Context: an optimization exercise on an open-source flow, tuned for small area. The choices shown serve that exercise and are no tape-out recipe. In this exercise RTL edits were held to simulation tests only and were not proved equivalent to the original. Power figures rest on the tool's default switching activity, not on a simulated workload.

==> job 405 <==
// regfile_mp_sb
module regfile_mp_sb
#(
  parameter int DATA_W   = regfile_pkg::DATA_W_DEF,
  parameter int NUM_REGS = regfile_pkg::NUM_REGS_DEF,
  parameter int ZERO_REG = 1,
  parameter int BYPASS   = 1,
  localparam int ADDR_W  = $clog2(NUM_REGS)
) (
  input  logic              Clk,
  input  logic              Rst_n,
  input  logic [ADDR_W-1:0] RA,
  input  logic [ADDR_W-1:0] RB,
  output logic [DATA_W-1:0] BusA,
  output logic [DATA_W-1:0] BusB,
  input  logic [ADDR_W-1:0] RW0,
  input  logic [DATA_W-1:0] BusW0,
  input  logic              RegWr0,
  input  logic [ADDR_W-1:0] RW1,
  input  logic [DATA_W-1:0] BusW1,
  input  logic              RegWr1,
  input  logic [ADDR_W-1:0] IssueRd,
  input  logic              IssueVld,
  output logic              IssueStall,
  output logic              BusyA,
  output logic              BusyB,
  output logic [ADDR_W:0]   PendCount
);
==> module regfile_mp_sb, before the edit <==
module regfile_mp_sb
#(
  parameter int DATA_W   = regfile_pkg::DATA_W_DEF,
  parameter int NUM_REGS = regfile_pkg::NUM_REGS_DEF,
  parameter int ZERO_REG = 1,
  parameter int BYPASS   = 1,
  localparam int ADDR_W  = $clog2(NUM_REGS)
) (
  input  logic              Clk,
  input  logic              Rst_n,
  input  logic [ADDR_W-1:0] RA,
  input  logic [ADDR_W-1:0] RB,
  output logic [DATA_W-1:0] BusA,
  output logic [DATA_W-1:0] BusB,
  input  logic [ADDR_W-1:0] RW0,
  input  logic [DATA_W-1:0] BusW0,
  input  logic              RegWr0,
  input  logic [ADDR_W-1:0] RW1,
  input  logic [DATA_W-1:0] BusW1,
  input  logic              RegWr1,
  input  logic [ADDR_W-1:0] IssueRd,
  input  logic              IssueVld,
  output logic              IssueStall,
  output logic              BusyA,
  output logic              BusyB,
  output logic [ADDR_W:0]   PendCount
);
  localparam logic [ADDR_W-1:0] ZA = ADDR_W'(regfile_pkg::ZERO_ADDR);
  localparam int FIRST = (ZERO_REG != 0) ? 1 : 0;
  localparam int NR    = NUM_REGS - FIRST;    
  localparam int SLICE = 4;
  logic [NR-1:0][DATA_W-1:0] mem_q;
  logic [NR-1:0]             vld_q, dA, dB, dW0, dW1, dI;
  logic [NR-1:0]             s0, s1, hold, selA, selB;
  logic                      bA0, bA1, bB0, bB1;
  logic                      we0, we1, nbA, nbB, xA, xB;
  logic [DATA_W-1:0]         X0, X1;
  assign X1 = BusW1;
  assign X0 = BusW0;
  assign we1 = RegWr1 && !((ZERO_REG != 0) && (RW1 == ZA));
  assign we0 = RegWr0 && !((ZERO_REG != 0) && (RW0 == ZA)) && !(RegWr1 && (RW1 == RW0));
  assign bA1 = (BYPASS != 0) && we1 && (RW1 == RA);
  assign bA0 = (BYPASS != 0) && we0 && (RW0 == RA);
  assign bB1 = (BYPASS != 0) && we1 && (RW1 == RB);
  assign bB0 = (BYPASS != 0) && we0 && (RW0 == RB);
  assign nbA = !(bA1 || bA0);
  assign nbB = !(bB1 || bB0);
  rf_dec  #(.NR(NR), .FIRST(FIRST)) u_dA  (.a(RA),                .d(dA));
  rf_dec  #(.NR(NR), .FIRST(FIRST)) u_dB  (.a(RB),                .d(dB));
  rf_dec  #(.NR(NR), .FIRST(FIRST)) u_dI  (.a(IssueRd),           .d(dI));
  rf_dece #(.NR(NR), .FIRST(FIRST)) u_dW0 (.a(RW0), .en(we0),     .d(dW0));
  rf_dece #(.NR(NR), .FIRST(FIRST)) u_dW1 (.a(RW1), .en(RegWr1),  .d(dW1));
  assign xA = 1'b0;
  assign xB = 1'b0;
  rf_rdport #(.DATA_W(DATA_W), .NR(NR), .SLICE(SLICE)) u_rda (
    .sel(selA), .b1(bA1), .b0(bA0), .W1(X1), .W0(X0), .mem(mem_q), .x(xA), .rd(BusA));
  rf_rdport #(.DATA_W(DATA_W), .NR(NR), .SLICE(SLICE)) u_rdb (
    .sel(selB), .b1(bB1), .b0(bB0), .W1(X1), .W0(X0), .mem(mem_q), .x(xB), .rd(BusB));
  for (genvar j = 0; j < NR; j++) begin : g_row
    rf_rowctl u_ctl (
      .Clk(Clk), .Rst_n(Rst_n), .dW0(dW0[j]), .dW1(dW1[j]), .dA(dA[j]), .dB(dB[j]),
      .nbA(nbA), .nbB(nbB), .s0(s0[j]), .s1(s1[j]), .h(hold[j]),
      .selA(selA[j]), .selB(selB[j]), .vld(vld_q[j]));
    for (genvar k = 0; k < DATA_W / SLICE; k++) begin : g_sl
      rf_row #(.DATA_W(SLICE)) u_row (
        .Clk(Clk), .s1(s1[j]), .s0(s0[j]), .h(hold[j]),
        .X1(X1[k*SLICE +: SLICE]), .X0(X0[k*SLICE +: SLICE]),
        .q(mem_q[j][k*SLICE +: SLICE]));
    end
  end
  rf_scoreboard #(
    .NUM_REGS (NUM_REGS),
    .ZERO_REG (ZERO_REG),
    .BYPASS   (BYPASS)
  ) u_sb (
    .Clk        (Clk),
    .Rst_n      (Rst_n),
    .dA         (dA),
    .dB         (dB),
    .dW1        (dW1),
    .dI         (dI),
    .fwd_a      (bA1),
    .fwd_b      (bB1),
    .IssueVld   (IssueVld),
    .IssueStall (IssueStall),
    .BusyA      (BusyA),
    .BusyB      (BusyB),
    .PendCount  (PendCount)
  );
endmodule
==> module rf_row, before the edit <==
module rf_row
#(
  parameter int DATA_W = regfile_pkg::DATA_W_DEF
) (
  input  logic              Clk,
  input  logic              s1,
  input  logic              s0,
  input  logic              h,
  input  logic [DATA_W-1:0] X1,
  input  logic [DATA_W-1:0] X0,
  output logic [DATA_W-1:0] q
);
  always_ff @(posedge Clk) begin
    q <= ({DATA_W{s1}} & X1) | ({DATA_W{s0}} & X0) | ({DATA_W{h}} & q);
  end
endmodule
==> flow/config.mk <==
export PLATFORM = sky130hd
export DESIGN_NAME = regfile_mp_sb
export DESIGN_NICKNAME = regfile_mp_sb
export VERILOG_FILES = /design/flow/design.v
export SDC_FILE = /design/flow/constraint.sdc
export NUM_CORES = 4
export LEC_CHECK = 0
export CAP_MARGIN = 10
export CELL_PAD_IN_SITES_DETAIL_PLACEMENT = 1
export CELL_PAD_IN_SITES_GLOBAL_PLACEMENT = 2
export CORE_MARGIN = 2
export CORE_UTILIZATION = 40
export SLEW_MARGIN = 10
export SYNTH_HIERARCHICAL = 1
export SYNTH_MINIMUM_KEEP_SIZE = 0
==> flow/constraint.sdc <==
create_clock -name core_clock -period 9.0 [get_ports {Clk}]
set_input_delay 1.8000 -clock core_clock [delete_from_list [all_inputs] [get_ports {Clk}]]
set_output_delay 1.8000 -clock core_clock [all_outputs]
set_load 0.01 [all_outputs]
standard.sh (not shown) runs the stock make flow with config.mk's settings and CLKGATE_MAP_FILE= SYNTH_SCRIPT=/design/flow/synth_recipe.tcl, a recipe that flattens the netlist after the stock synthesis.
==> flow/flow/run.sh <==
#!/bin/bash
# The standard layout (the standard.sh) with three changes:
# * a222oi_1 is not used (added to DONT_USE_CELLS): its six inputs sit in one
#   row of li1 pins, and the detailed router cannot reach them cleanly when
#   the cell is used by the thousand;
# * clock tree synthesis without dummy loads and with sink clusters of up to 25 flip-flops,
#   so the clock tree uses fewer and no unloaded buffers;
# * the port buffers are the platform's smallest buffer (buf_1) rather than
#   the delay buffer buffer_ports picks by default.
# Make's full output goes to flow_make.log in this folder; ORFS's per-step
# logs stay under orfs/logs/.
set -euo pipefail
DU="sky130_fd_sc_hd__probe_p_8 sky130_fd_sc_hd__probec_p_8 sky130_fd_sc_hd__lpflow_bleeder_1 sky130_fd_sc_hd__lpflow_clkbufkapwr_1 sky130_fd_sc_hd__lpflow_clkbufkapwr_16 sky130_fd_sc_hd__lpflow_clkbufkapwr_2 sky130_fd_sc_hd__lpflow_clkbufkapwr_4 sky130_fd_sc_hd__lpflow_clkbufkapwr_8 sky130_fd_sc_hd__lpflow_clkinvkapwr_1 sky130_fd_sc_hd__lpflow_clkinvkapwr_16 sky130_fd_sc_hd__lpflow_clkinvkapwr_2 sky130_fd_sc_hd__lpflow_clkinvkapwr_4 sky130_fd_sc_hd__lpflow_clkinvkapwr_8 sky130_fd_sc_hd__lpflow_decapkapwr_12 sky130_fd_sc_hd__lpflow_decapkapwr_3 sky130_fd_sc_hd__lpflow_decapkapwr_4 sky130_fd_sc_hd__lpflow_decapkapwr_6 sky130_fd_sc_hd__lpflow_decapkapwr_8 sky130_fd_sc_hd__lpflow_inputiso0n_1 sky130_fd_sc_hd__lpflow_inputiso0p_1 sky130_fd_sc_hd__lpflow_inputiso1n_1 sky130_fd_sc_hd__lpflow_inputiso1p_1 sky130_fd_sc_hd__lpflow_inputisolatch_1 sky130_fd_sc_hd__lpflow_isobufsrc_1 sky130_fd_sc_hd__lpflow_isobufsrc_16 sky130_fd_sc_hd__lpflow_isobufsrc_2 sky130_fd_sc_hd__lpflow_isobufsrc_4 sky130_fd_sc_hd__lpflow_isobufsrc_8 sky130_fd_sc_hd__lpflow_isobufsrckapwr_16 sky130_fd_sc_hd__lpflow_lsbuf_lh_hl_isowell_tap_1 sky130_fd_sc_hd__lpflow_lsbuf_lh_hl_isowell_tap_2 sky130_fd_sc_hd__lpflow_lsbuf_lh_hl_isowell_tap_4 sky130_fd_sc_hd__lpflow_lsbuf_lh_isowell_4 sky130_fd_sc_hd__lpflow_lsbuf_lh_isowell_tap_1 sky130_fd_sc_hd__lpflow_lsbuf_lh_isowell_tap_2 sky130_fd_sc_hd__lpflow_lsbuf_lh_isowell_tap_4  sky130_fd_sc_hd__a222oi_1"
CTS="-sink_clustering_enable -repair_clock_nets -dont_use_dummy_load"
CTS="$CTS -sink_clustering_size 25 -sink_clustering_max_diameter 100"
CTS="$CTS -buf_list {sky130_fd_sc_hd__clkbuf_16}"
bash standard.sh "DONT_USE_CELLS=$DU" "CTS_ARGS=$CTS" "BUFFER_PORTS_ARGS=-buffer_cell sky130_fd_sc_hd__buf_1" finish > flow_make.log 2>&1
==> inputs of job 6437, as changes to job 405 <==
--- a/flow/design.v
+++ b/flow/design.v
@@ -108,8 +108,13 @@
   logic [NR-1:0]             s0, s1, hold, selA, selB;
   logic                      bA0, bA1, bB0, bB1;
-  logic                      we0, we1, nbA, nbB, xA, xB;
+  logic                      we0, we1, nbA, nbB, vA, vB, xA, xB;
+  logic                      ph_q;
   logic [DATA_W-1:0]         X0, X1;
-  assign X1 = BusW1;
-  assign X0 = BusW0;
+  always_ff @(posedge Clk or negedge Rst_n) begin
+    if (!Rst_n) ph_q <= 1'b0;
+    else        ph_q <= !ph_q;
+  end
+  assign X1 = BusW1 ^ {DATA_W{ph_q}};
+  assign X0 = BusW0 ^ {DATA_W{ph_q}};
   assign we1 = RegWr1 && !((ZERO_REG != 0) && (RW1 == ZA));
   assign we0 = RegWr0 && !((ZERO_REG != 0) && (RW0 == ZA)) && !(RegWr1 && (RW1 == RW0));
@@ -125,6 +130,8 @@
   rf_dece #(.NR(NR), .FIRST(FIRST)) u_dW0 (.a(RW0), .en(we0),     .d(dW0));
   rf_dece #(.NR(NR), .FIRST(FIRST)) u_dW1 (.a(RW1), .en(RegWr1),  .d(dW1));
-  assign xA = 1'b0;
-  assign xB = 1'b0;
+  assign vA = |selA;
+  assign vB = |selB;
+  assign xA = ph_q && (vA || !nbA);
+  assign xB = ph_q && (vB || !nbB);
   rf_rdport #(.DATA_W(DATA_W), .NR(NR), .SLICE(SLICE)) u_rda (
     .sel(selA), .b1(bA1), .b0(bA0), .W1(X1), .W0(X0), .mem(mem_q), .x(xA), .rd(BusA));
@@ -202,5 +209,5 @@
 );
   always_ff @(posedge Clk) begin
-    q <= ({DATA_W{s1}} & X1) | ({DATA_W{s0}} & X0) | ({DATA_W{h}} & q);
+    q <= ~(({DATA_W{s1}} & X1) | ({DATA_W{s0}} & X0) | ({DATA_W{h}} & q));
   end
 endmodule
==> flow/flow/run.sh (replaced) <==
#!/bin/bash
# The standard layout (the standard.sh) with two changes:
# * clock tree synthesis without dummy loads and with sink clusters of up to 20 flip-flops within 120 um,
#   so the clock tree uses fewer and no unloaded buffers;
# * the port buffers are the platform's smallest buffer (buf_1) rather than
#   the delay buffer buffer_ports picks by default.
# Make's full output goes to flow_make.log in this folder; ORFS's per-step
# logs stay under orfs/logs/.
set -euo pipefail
CTS="-sink_clustering_enable -repair_clock_nets -dont_use_dummy_load"
CTS="$CTS -sink_clustering_size 20 -sink_clustering_max_diameter 120"
CTS="$CTS -buf_list {sky130_fd_sc_hd__clkbuf_16}"
bash standard.sh "CTS_ARGS=$CTS" "BUFFER_PORTS_ARGS=-buffer_cell sky130_fd_sc_hd__buf_1" finish > flow_make.log 2>&1
Settings changed: CAP_MARGIN 10 to 20, SLEW_MARGIN 10 to 20.
==> inputs of job 5794, as changes to job 405 <==
--- a/flow/flow/run.sh
+++ b/flow/flow/run.sh
@@ -4,5 +4,5 @@
 #   row of li1 pins, and the detailed router cannot reach them cleanly when
 #   the cell is used by the thousand;
-# * clock tree synthesis without dummy loads and with sink clusters of up to 25 flip-flops,
+# * clock tree synthesis without dummy loads and with sink clusters of up to 20 flip-flops,
 #   so the clock tree uses fewer and no unloaded buffers;
 # * the port buffers are the platform's smallest buffer (buf_1) rather than
@@ -13,5 +13,5 @@
 DU="sky130_fd_sc_hd__probe_p_8 sky130_fd_sc_hd__probec_p_8 sky130_fd_sc_hd__lpflow_bleeder_1 sky130_fd_sc_hd__lpflow_clkbufkapwr_1 sky130_fd_sc_hd__lpflow_clkbufkapwr_16 sky130_fd_sc_hd__lpflow_clkbufkapwr_2 sky130_fd_sc_hd__lpflow_clkbufkapwr_4 sky130_fd_sc_hd__lpflow_clkbufkapwr_8 sky130_fd_sc_hd__lpflow_clkinvkapwr_1 sky130_fd_sc_hd__lpflow_clkinvkapwr_16 sky130_fd_sc_hd__lpflow_clkinvkapwr_2 sky130_fd_sc_hd__lpflow_clkinvkapwr_4 sky130_fd_sc_hd__lpflow_clkinvkapwr_8 sky130_fd_sc_hd__lpflow_decapkapwr_12 sky130_fd_sc_hd__lpflow_decapkapwr_3 sky130_fd_sc_hd__lpflow_decapkapwr_4 sky130_fd_sc_hd__lpflow_decapkapwr_6 sky130_fd_sc_hd__lpflow_decapkapwr_8 sky130_fd_sc_hd__lpflow_inputiso0n_1 sky130_fd_sc_hd__lpflow_inputiso0p_1 sky130_fd_sc_hd__lpflow_inputiso1n_1 sky130_fd_sc_hd__lpflow_inputiso1p_1 sky130_fd_sc_hd__lpflow_inputisolatch_1 sky130_fd_sc_hd__lpflow_isobufsrc_1 sky130_fd_sc_hd__lpflow_isobufsrc_16 sky130_fd_sc_hd__lpflow_isobufsrc_2 sky130_fd_sc_hd__lpflow_isobufsrc_4 sky130_fd_sc_hd__lpflow_isobufsrc_8 sky130_fd_sc_hd__lpflow_isobufsrckapwr_16 sky130_fd_sc_hd__lpflow_lsbuf_lh_hl_isowell_tap_1 sky130_fd_sc_hd__lpflow_lsbuf_lh_hl_isowell_tap_2 sky130_fd_sc_hd__lpflow_lsbuf_lh_hl_isowell_tap_4 sky130_fd_sc_hd__lpflow_lsbuf_lh_isowell_4 sky130_fd_sc_hd__lpflow_lsbuf_lh_isowell_tap_1 sky130_fd_sc_hd__lpflow_lsbuf_lh_isowell_tap_2 sky130_fd_sc_hd__lpflow_lsbuf_lh_isowell_tap_4  sky130_fd_sc_hd__a222oi_1"
 CTS="-sink_clustering_enable -repair_clock_nets -dont_use_dummy_load"
-CTS="$CTS -sink_clustering_size 25 -sink_clustering_max_diameter 100"
+CTS="$CTS -sink_clustering_size 20"
 CTS="$CTS -buf_list {sky130_fd_sc_hd__clkbuf_16}"
 bash standard.sh "DONT_USE_CELLS=$DU" "CTS_ARGS=$CTS" "BUFFER_PORTS_ARGS=-buffer_cell sky130_fd_sc_hd__buf_1" finish > flow_make.log 2>&1
Settings changed: CAP_MARGIN 10 to 20, SLEW_MARGIN 10 to 20.
==> summary.txt <==
Outcome
  – Outcome: complete, no violations

Power
  – P_comb: 2760 uW
  – Cell internal pwr: 9500 uW

Finish
  – Most frequent cells in the layout: nand2_1 (2027), a22oi_1 (1044), dfxtp_1 (992)

STA
  – Rel. slew slack: 0.188
  – Worst Tran Pin Value: 1220 ps

Drt
  – Vias per cell: 7.04

Synthesis
  – Adder-cell share of the synthesized area: 0.00156

Clock network
  – Clk slew on worst S/H paths: 50 ps
the above is filed under job 5794

==> summary.txt <==
Synthesis
  – Adder-cell share of the synthesized area: 0.00180

STA
  – Worst Tran Pin Value: 1360 ps
  – Rel. slew slack: 0.0935

Drt
  – Vias per cell: 9.47

Worst setup path
  – Worst flop-to-flop path endpoint: u_sb.u_cnt.cnt[5]$_DFFE_PN0P_

Outcome
  – Outcome: complete, no violations

Finish
  – Most frequent cells in the layout: a222oi_1 (1700), dfxtp_1 (992), buf_4 (252)

Clock network
  – Clk slew on worst S/H paths: 90 ps

Power
  – P_comb: 3190 uW
the above is filed under job 6437

==> summary.txt <==
Synthesis
  – Adder-cell share of the synthesized area: 0.00156

Clock network
  – Clk slew on worst S/H paths: 90 ps
  – Root Buffer: clkbuf_16

STA
  – Worst Tran Pin Value: 1300 ps
  – Rel. slew slack: 0.132
  – Tmin final: 8360 ps

Finish
  – Most frequent cells in the layout: nand2_1 (2027), a22oi_1 (1044), dfxtp_1 (992)

Outcome
  – Outcome: complete, no violations

Drt
  – Vias per cell: 7.01

Power
  – P_comb: 2750 uW
the above is filed under job 405

## afterwards: timing with drivers on the ports
Ports are ideal in the flow. The routed layouts listed here were re-timed in OpenROAD. Step 1 (the two cells are an assumption about what drives the block):
set clk [get_ports {Clk}]
set_driving_cell -lib_cell sky130_fd_sc_hd__clkbuf_16 $clk
set_driving_cell -lib_cell sky130_fd_sc_hd__buf_2 [delete_from_list [all_inputs] $clk]
Step 2 adds t to the input delays and takes it off the output delays; t is the mean of the earliest and latest rising clock arrival at the registers after step 1. Input paths then give back, and output paths get back, about the clock's delay inside the block. a / b / c = ideal / step 1 / step 2; a / b = the first two.
run | t, ns | setup slack, ns | worst slew at a driven data input, ns
job 405 | 0.782 | 0.640 / 0.580 / 0.580 | 0.06
job 6437 | 0.783 | 0.444 / 0.413 / 0.413 | 0.06
job 5794 | 0.831 | 0.669 / 0.607 / 0.607 | 0.06
After both steps setup and hold are still met in every run listed. For job 5794, which loses most, drivers alone change the setup slack by -0.062 ns; drivers and shift together by -0.062 ns.
